Context: an optimization exercise on an open-source flow, tuned for small area. The choices shown serve that exercise and are no tape-out recipe.
Function was checked by simulation only, so behaviour that the tests miss may differ from the original.
Power is estimated from default activity; no workload was simulated.

==> try-cedar <==
==> flow/design.v <==
module id_stage (
  input  logic        clk,
  input  logic        rst,
  input  logic [31:0] instD,
  input  logic [31:0] pcD,
  input  logic [31:0] pcplus4D,
  input  logic        regwriteW,
  input  logic [4:0]  rdW,
  input  logic [31:0] resultW,
  input  logic        flushE,
  output logic        regwriteE,
  output logic        memwriteE,
  output logic        resultsrcE,
  output logic        branchE,
  output logic        alusrcE,
  output logic [2:0]  alucontrolE,
  output logic [31:0] rd1E,
  output logic [31:0] rd2E,
  output logic [31:0] immextE,
  output logic [31:0] pcE,
  output logic [31:0] pcplus4E,
  output logic [4:0]  rs1E,
  output logic [4:0]  rs2E,
  output logic [4:0]  rdE
);
  localparam logic [6:0] OP_R      = 7'b0110011;
  localparam logic [6:0] OP_I_ALU  = 7'b0010011;
  localparam logic [6:0] OP_LOAD   = 7'b0000011;
  localparam logic [6:0] OP_STORE  = 7'b0100011;
  localparam logic [6:0] OP_BRANCH = 7'b1100011;
  localparam logic [2:0] ALU_ADD = 3'b000;
  localparam logic [2:0] ALU_SUB = 3'b001;
  localparam logic [2:0] ALU_AND = 3'b010;
  localparam logic [2:0] ALU_OR  = 3'b011;
  localparam logic [2:0] ALU_SLT = 3'b101;
  logic [6:0] opcode;
  logic [2:0] funct3;
  assign opcode = instD[6:0];
  assign funct3 = instD[14:12];
  function automatic logic [2:0] alu_from_funct3(input logic [2:0] f3, input logic sub_sel);
    case (f3)
      3'b000:  alu_from_funct3 = sub_sel ? ALU_SUB : ALU_ADD;
      3'b111:  alu_from_funct3 = ALU_AND;
      3'b110:  alu_from_funct3 = ALU_OR;
      3'b010:  alu_from_funct3 = ALU_SLT;
      default: alu_from_funct3 = ALU_ADD;
    endcase
  endfunction
  logic        rf_wen;
  logic [31:1] rf_we;
  logic [31:1] rf_vld;
  logic [31:0] rf_q [1:31];
  assign rf_wen = regwriteW && (rdW != 5'd0);
  logic [31:1] rf_nwe;
  logic [31:0] rf_d [1:31];
  genvar g;
  generate
    for (g = 1; g < 32; g++) begin : g_rf
      assign rf_we[g]  = rf_wen && (rdW == g);
      assign rf_nwe[g] = ~rf_we[g];
      rf_hold u_hold (.q(rf_q[g]), .w(resultW), .we(rf_we[g]), .nwe(rf_nwe[g]), .d(rf_d[g]));
      always_ff @(posedge clk) rf_q[g] <= rf_d[g];
    end
  endgenerate
  always_ff @(posedge clk or posedge rst) begin
    if (rst) rf_vld <= '0;
    else     rf_vld <= rf_vld | rf_we;
  end
  logic       live;         
  logic       regwrite_q, memwrite_q, resultsrc_q, branch_q, alusrc_q;
  logic [2:0] alucontrol_q;
  logic [4:0] rs1_q, rs2_q, rd_q;
  logic [6:0] hi_q;         
  logic [31:0] pc_q, pcplus4_q;
  logic       regwrite_d, memwrite_d, resultsrc_d, branch_d, alusrc_d;
  logic [2:0] alucontrol_d;
  always_comb begin
    regwrite_d   = 1'b0;
    memwrite_d   = 1'b0;
    resultsrc_d  = 1'b0;
    branch_d     = 1'b0;
    alusrc_d     = 1'b0;
    alucontrol_d = ALU_ADD;
    case (opcode)
      OP_R: begin
        regwrite_d   = 1'b1;
        alucontrol_d = alu_from_funct3(funct3, instD[30]);
      end
      OP_I_ALU: begin
        regwrite_d   = 1'b1;
        alusrc_d     = 1'b1;
        alucontrol_d = alu_from_funct3(funct3, 1'b0);
      end
      OP_LOAD: begin
        regwrite_d   = 1'b1;
        alusrc_d     = 1'b1;
        resultsrc_d  = 1'b1;
      end
      OP_STORE: begin
        alusrc_d     = 1'b1;
        memwrite_d   = 1'b1;
      end
      OP_BRANCH: begin
        branch_d     = 1'b1;
        alucontrol_d = ALU_SUB;
      end
      default: ;
    endcase
  end
  always_ff @(posedge clk or posedge rst) begin
    if (rst) begin
      live         <= 1'b0;
      regwrite_q   <= 1'b0;
      memwrite_q   <= 1'b0;
      resultsrc_q  <= 1'b0;
      branch_q     <= 1'b0;
      alusrc_q     <= 1'b0;
      alucontrol_q <= '0;
    end else if (flushE) begin
      live         <= 1'b0;
      regwrite_q   <= 1'b0;
      memwrite_q   <= 1'b0;
      resultsrc_q  <= 1'b0;
      branch_q     <= 1'b0;
      alusrc_q     <= 1'b0;
      alucontrol_q <= '0;
    end else begin
      live         <= 1'b1;
      regwrite_q   <= regwrite_d;
      memwrite_q   <= memwrite_d;
      resultsrc_q  <= resultsrc_d;
      branch_q     <= branch_d;
      alusrc_q     <= alusrc_d;
      alucontrol_q <= alucontrol_d;
    end
  end
  always_ff @(posedge clk) begin
    rs1_q     <= instD[19:15];
    rs2_q     <= instD[24:20];
    rd_q      <= instD[11:7];
    hi_q      <= instD[31:25];
    pc_q      <= pcD;
    pcplus4_q <= pcplus4D;
  end
  assign regwriteE   = regwrite_q;
  assign memwriteE   = memwrite_q;
  assign resultsrcE  = resultsrc_q;
  assign branchE     = branch_q;
  assign alusrcE     = alusrc_q;
  assign alucontrolE = alucontrol_q;
  assign rs1E     = rs1_q     & {5{live}};
  assign rs2E     = rs2_q     & {5{live}};
  assign rdE      = rd_q      & {5{live}};
  assign pcE      = pc_q      & {32{live}};
  assign pcplus4E = pcplus4_q & {32{live}};
  logic imm_i, imm_s, imm_b, imm_any;
  assign imm_i   = alusrc_q & ~memwrite_q;
  assign imm_s   = memwrite_q;
  assign imm_b   = branch_q;
  assign imm_any = alusrc_q | branch_q;
  assign immextE[0]     = (imm_i & rs2_q[0]) | (imm_s & rd_q[0]);
  assign immextE[4:1]   = ({4{imm_i}} & rs2_q[4:1]) | ({4{imm_s | imm_b}} & rd_q[4:1]);
  assign immextE[10:5]  = {6{imm_any}} & hi_q[5:0];
  assign immextE[11]    = ((imm_i | imm_s) & hi_q[6]) | (imm_b & rd_q[0]);
  assign immextE[31:12] = {20{imm_any & hi_q[6]}};
  logic [31:1] sel1, sel2;
  always_comb begin
    for (int i = 1; i < 32; i++) begin
      sel1[i] = live && rf_vld[i] && (rs1_q == i);
      sel2[i] = live && rf_vld[i] && (rs2_q == i);
    end
  end
  logic [32*31-1:0] rf_flat;
  always_comb for (int i = 1; i < 32; i++) rf_flat[32*(i-1) +: 32] = rf_q[i];
  rf_read u_rd1 (.sel(sel1), .data(rf_flat), .y(rd1E));
  rf_read u_rd2 (.sel(sel2), .data(rf_flat), .y(rd2E));
endmodule
module rf_hold (
  input  logic [31:0] q,
  input  logic [31:0] w,
  input  logic        we,
  input  logic        nwe,
  output logic [31:0] d
);
  assign d = (q & {32{nwe}}) | (w & {32{we}});
endmodule
module rf_read (
  input  logic [31:1]       sel,
  input  logic [32*31-1:0]  data,
  output logic [31:0]       y
);
  genvar b, i;
  generate
    for (b = 0; b < 32; b++) begin : g_bit
      logic [31:1] col;
      for (i = 1; i < 32; i++) begin : g_col
        assign col[i] = data[32*(i-1) + b];
      end
      rf_read_bit u_bit (.s(sel), .d(col), .y(y[b]));
    end
  endgenerate
endmodule
module rf_read_bit (
  input  logic [31:1] s,
  input  logic [31:1] d,
  output logic        y
);
  logic [10:0] n;
  genvar k;
  generate
    for (k = 0; k < 10; k++) begin : g_aoi
      rf_aoi222 u_aoi (.a1(s[3*k+1]), .a2(d[3*k+1]), .b1(s[3*k+2]), .b2(d[3*k+2]),
                       .c1(s[3*k+3]), .c2(d[3*k+3]), .y(n[k]));
    end
  endgenerate
  rf_nand2 u_last (.a(s[31]), .b(d[31]), .y(n[10]));
  assign y = ~(&n);
endmodule
module rf_aoi222 (
  input  logic a1, a2, b1, b2, c1, c2,
  output logic y
);
  assign y = ~((a1 & a2) | (b1 & b2) | (c1 & c2));
endmodule
module rf_nand2 (
  input  logic a, b,
  output logic y
);
  assign y = ~(a & b);
endmodule
==> flow/run.sh <==
#!/bin/bash
# synth_recipe.tcl (not shown) runs the flow's synth.tcl, then flattens the netlist and writes it again
# the make line also repeats each setting of config.mk as NAME=value (left out here)
make -C /OpenROAD-flow-scripts/flow DESIGN_CONFIG=/design/flow/config.mk WORK_HOME=/design/flow/orfs CLKGATE_MAP_FILE= SYNTH_SCRIPT=/design/flow/synth_recipe.tcl finish
==> flow/config.mk <==
export PLATFORM = sky130hd
export DESIGN_NAME = id_stage
export DESIGN_NICKNAME = id_stage
export VERILOG_FILES = /design/flow/design.v
export SDC_FILE = /design/flow/constraint.sdc
export NUM_CORES = 4
export LEC_CHECK = 0
export CAP_MARGIN = 20
export CORE_MARGIN = 2
export CORE_UTILIZATION = 40
export SLEW_MARGIN = 20
export SYNTH_HIERARCHICAL = 1
==> flow/constraint.sdc <==
create_clock -name core_clock -period 5.0 [get_ports {clk}]
set_input_delay 1.0000 -clock core_clock [delete_from_list [all_inputs] [get_ports {clk}]]
set_output_delay 1.0000 -clock core_clock [all_outputs]
set_load 0.01 [all_outputs]
==> try-onyx: changes against try-cedar <==
--- a/flow/design.v
+++ b/flow/design.v
@@ -71,3 +71,6 @@
   logic [2:0] alucontrol_q;
-  logic [4:0] rs1_q, rs2_q, rd_q;
+  logic [4:0] rd_q;
+  logic [3:0] rs1_lo, rs2_lo;
+  logic [7:0] rs1_hi, rs2_hi;
+  logic [4:0] rs1_b, rs2_b;    
   logic [6:0] hi_q;         
@@ -112,2 +115,4 @@
       live         <= 1'b0;
+      rs1_lo       <= '0;
+      rs2_lo       <= '0;
       regwrite_q   <= 1'b0;
@@ -120,2 +125,4 @@
       live         <= 1'b0;
+      rs1_lo       <= '0;
+      rs2_lo       <= '0;
       regwrite_q   <= 1'b0;
@@ -128,2 +135,4 @@
       live         <= 1'b1;
+      rs1_lo       <= 4'b0001 << instD[16:15];
+      rs2_lo       <= 4'b0001 << instD[21:20];
       regwrite_q   <= regwrite_d;
@@ -137,4 +146,4 @@
   always_ff @(posedge clk) begin
-    rs1_q     <= instD[19:15];
-    rs2_q     <= instD[24:20];
+    rs1_hi    <= 8'b0000_0001 << instD[19:17];
+    rs2_hi    <= 8'b0000_0001 << instD[24:22];
     rd_q      <= instD[11:7];
@@ -150,4 +159,8 @@
   assign alucontrolE = alucontrol_q;
-  assign rs1E     = rs1_q     & {5{live}};
-  assign rs2E     = rs2_q     & {5{live}};
+  assign rs1_b = {|rs1_hi[7:4], |{rs1_hi[7:6], rs1_hi[3:2]}, |{rs1_hi[7], rs1_hi[5], rs1_hi[3], rs1_hi[1]},
+                  rs1_lo[3] | rs1_lo[2], rs1_lo[3] | rs1_lo[1]};
+  assign rs2_b = {|rs2_hi[7:4], |{rs2_hi[7:6], rs2_hi[3:2]}, |{rs2_hi[7], rs2_hi[5], rs2_hi[3], rs2_hi[1]},
+                  rs2_lo[3] | rs2_lo[2], rs2_lo[3] | rs2_lo[1]};
+  assign rs1E     = {rs1_b[4:2] & {3{live}}, rs1_b[1:0]};
+  assign rs2E     = {rs2_b[4:2] & {3{live}}, rs2_b[1:0]};
   assign rdE      = rd_q      & {5{live}};
@@ -160,4 +173,4 @@
   assign imm_any = alusrc_q | branch_q;
-  assign immextE[0]     = (imm_i & rs2_q[0]) | (imm_s & rd_q[0]);
-  assign immextE[4:1]   = ({4{imm_i}} & rs2_q[4:1]) | ({4{imm_s | imm_b}} & rd_q[4:1]);
+  assign immextE[0]     = (imm_i & rs2_b[0]) | (imm_s & rd_q[0]);
+  assign immextE[4:1]   = ({4{imm_i}} & rs2_b[4:1]) | ({4{imm_s | imm_b}} & rd_q[4:1]);
   assign immextE[10:5]  = {6{imm_any}} & hi_q[5:0];
@@ -168,4 +181,4 @@
     for (int i = 1; i < 32; i++) begin
-      sel1[i] = live && rf_vld[i] && (rs1_q == i);
-      sel2[i] = live && rf_vld[i] && (rs2_q == i);
+      sel1[i] = rs1_lo[i % 4] && rs1_hi[i / 4] && rf_vld[i];
+      sel2[i] = rs2_lo[i % 4] && rs2_hi[i / 4] && rf_vld[i];
     end
==> flow/flow/run.sh (new file) <==
#!/bin/bash
export BUFFER_PORTS_ARGS="-buffer_cell sky130_fd_sc_hd__buf_1"
export CTS_ARGS="-sink_clustering_enable -repair_clock_nets -dont_use_dummy_load -buf_list sky130_fd_sc_hd__clkbuf_16 -sink_clustering_size 25 -sink_clustering_max_diameter 80"
bash standard.sh > standard.log 2>&1
==> flow/standard.sh (new file) <==
#!/bin/bash
# synth_recipe.tcl (not shown) runs the flow's synth.tcl, then flattens the netlist and writes it again
# the make line also repeats each setting of config.mk as NAME=value (left out here)
make -C /OpenROAD-flow-scripts/flow DESIGN_CONFIG=/design/flow/config.mk WORK_HOME=/design/flow/orfs CLKGATE_MAP_FILE= SYNTH_SCRIPT=/design/flow/synth_recipe.tcl "${@:-finish}"
removed: flow/run.sh
==> notes <==
try-onyx produced a clean layout. try-cedar completed, yet does not pass: setup timing.
In try-onyx the area after synthesis is larger than in try-cedar, by 0.72%.
Between try-cedar and try-onyx, the lower fmax is in try-cedar (gap about 10%, measured against try-onyx).
Between try-cedar and try-onyx, the lower first-iteration DRC count is in try-onyx (gap about 1.6%, measured against try-onyx).
In try-cedar the combinational power is higher than in try-onyx, by about 8%.
In try-cedar the final cell count is larger than in try-onyx, by 3.9%.
Against try-cedar, the non-clock buffer count of try-onyx is lower by 55.
Clock skew is the same in try-onyx and try-cedar.
Synthesized cell count: try-onyx is larger than try-cedar (about 0.33%).
Between try-cedar and try-onyx, the lower die area is in try-cedar (gap 0.71%, measured against try-onyx).
In try-cedar the register-to-register slack is lower than in try-onyx, by 0.20 ns.

---

==> inputs of job 3834 <==
id_stage with an RTL version that a note above also has.
==> module rf_hold, before the edit <==
module rf_hold (
  input  logic [31:0] q,
  input  logic [31:0] w,
  input  logic        we,
  input  logic        nwe,
  output logic [31:0] d
);
  assign d = (q & {32{nwe}}) | (w & {32{we}});
endmodule
==> flow/config.mk <==
export PLATFORM = sky130hd
export DESIGN_NAME = id_stage
export DESIGN_NICKNAME = id_stage
export VERILOG_FILES = /design/flow/design.v
export SDC_FILE = /design/flow/constraint.sdc
export NUM_CORES = 4
export LEC_CHECK = 0
export CAP_MARGIN = 20
export CORE_MARGIN = 2
export CORE_UTILIZATION = 55
export SLEW_MARGIN = 20
export SYNTH_HIERARCHICAL = 1
==> flow/constraint.sdc <==
create_clock -name core_clock -period 5.0 [get_ports {clk}]
set_input_delay 1.0000 -clock core_clock [delete_from_list [all_inputs] [get_ports {clk}]]
set_output_delay 1.0000 -clock core_clock [all_outputs]
set_load 0.01 [all_outputs]
standard.sh (not shown) runs the stock make flow with config.mk's settings and CLKGATE_MAP_FILE= SYNTH_SCRIPT=/design/flow/synth_recipe.tcl, a recipe that flattens the netlist after the stock synthesis.
==> flow/flow/run.sh <==
#!/bin/bash
export BUFFER_PORTS_ARGS="-buffer_cell sky130_fd_sc_hd__buf_1"
export CTS_ARGS="-sink_clustering_enable -repair_clock_nets -dont_use_dummy_load -buf_list sky130_fd_sc_hd__clkbuf_16 -sink_clustering_size 25 -sink_clustering_max_diameter 80"
bash standard.sh > standard.log 2>&1
==> job 113: changes against job 3834 <==
--- a/flow/design.v
+++ b/flow/design.v
@@ -196,5 +196,19 @@
   output logic [31:0] d
 );
-  assign d = (q & {32{nwe}}) | (w & {32{we}});
+  genvar b;
+  generate
+    for (b = 0; b < 32; b++) begin : g_bit
+      rf_hold_bit u_bit (.q(q[b]), .w(w[b]), .we(we), .nwe(nwe), .d(d[b]));
+    end
+  endgenerate
+endmodule
+module rf_hold_bit (
+  input  logic q,
+  input  logic w,
+  input  logic we,
+  input  logic nwe,
+  output logic d
+);
+  assign d = (q & nwe) | (w & we);
 endmodule
 module rf_read (
CORE_UTILIZATION = 40   (was 55)
SETUP_SLACK_MARGIN = 0.1   (was not set)
==> comparison <==
In job 113 the register-to-register slack is better than in job 3834, by 0.07 ns.
Clock skew is the same in job 113 and job 3834.
In total power, job 3834 and job 113 hardly differ.
Sequential power is about the same in job 3834 and job 113.
Of job 3834 and job 113, job 3834 has the higher area after synthesis (gap 5.2%, measured against job 113).
Against job 3834, the setup slack of job 113 is worse by 0.033 ns.
Of job 113 and job 3834, job 113 has the higher cell count (gap 5.5%, measured against job 3834).
Job 3834 went through all stages and came out clean. Job 113 ran to the end with no violations.
Against job 3834, the routed wire length of job 113 is higher by about 5%.
In job 3834 the via count is higher than in job 113, by about 1.2%.
==> figures <==
| item | job 113 | job 3834 |
|---|---|---|
| Cell with the largest stage delay on the worst path | nand4_1 | a222oi_1 |
| Antenna violations before repair | 11 | 8 |
| Compound-cell area share of the yosys netlist | 36.3% | 34.7% |
| Met2 Routed Length | 79700 µm | 78700 µm |
| Share of the synthesized area in the top cell type | 51.9% | 49.3% |
| Placer congestion estimate | 0.935 | 1.04 |
| Clock group | 5040 µW | 4830 µW |
| Sequential area share after synthesis | 54.7% | 52.0% |
| Count of plain and timing-repair buffers | 418 | 477 |
| Outcome | no timing/DRC/antenna violations | no timing/DRC/antenna violations |
| Cell Count, Final, Fillers Out | 5266 | 4990 |
| FF-to-FF Start | rf_q[8][24] | rf_q[6][4] |
| Final routed wirelength across all metal layers | 198000 µm | 188000 µm |
| Crit share post-route | 96.0% | 95.3% |
| Hold_ws | 0.239 ns | 0.413 ns |
| Delay of the slowest critical-path stage | 0.62 ns | 0.76 ns |
| Synthesized area | 0.0418 mm² | 0.0440 mm² |
| Switching power share of the total | 27.1% | 27.4% |
| Met3 routed wirelength | 30700 µm | 28700 µm |
| Buffer share of cell area | 4.36% | 5.12% |

==> what the ideal ports hide <==
No port has a modelled driver above. Below, the same layouts with a new extraction and two added sets of constraints. Step 1, drivers: a clkbuf_16 drives clk and a buf_2 each remaining input, both assumed. Step 2, shift: input delay + t, output delay - t, t = (earliest + latest rising clock arrival at the registers) / 2. This alone moves slack from input paths to output paths. Three values: ideal, step 1, step 2; two values: the first two.
| run | t (ns) | slack for setup (ns) | worst hold slack (ns) | worst setup path after step 2 | slew at the worst register clock pin (ns) |
|---|---|---|---|---|---|
| try-cedar | 0.791 | -0.172 / -0.246 / 0.546 | 0.494 / 0.494 / 0.494 | register to output | 0.07 / 0.07 |
| try-onyx | 0.746 | 0.321 / 0.247 / 0.993 | 0.378 / 0.328 / 0.488 | register to output | 0.11 / 0.11 |
| job 3834 | 0.734 | 0.235 / 0.160 / 0.870 | 0.413 / 0.361 / 0.489 | input to register | 0.11 / 0.11 |
| job 113 | 0.766 | 0.202 / 0.125 / 0.891 | 0.239 / 0.191 / 0.485 | register to output | 0.11 / 0.11 |
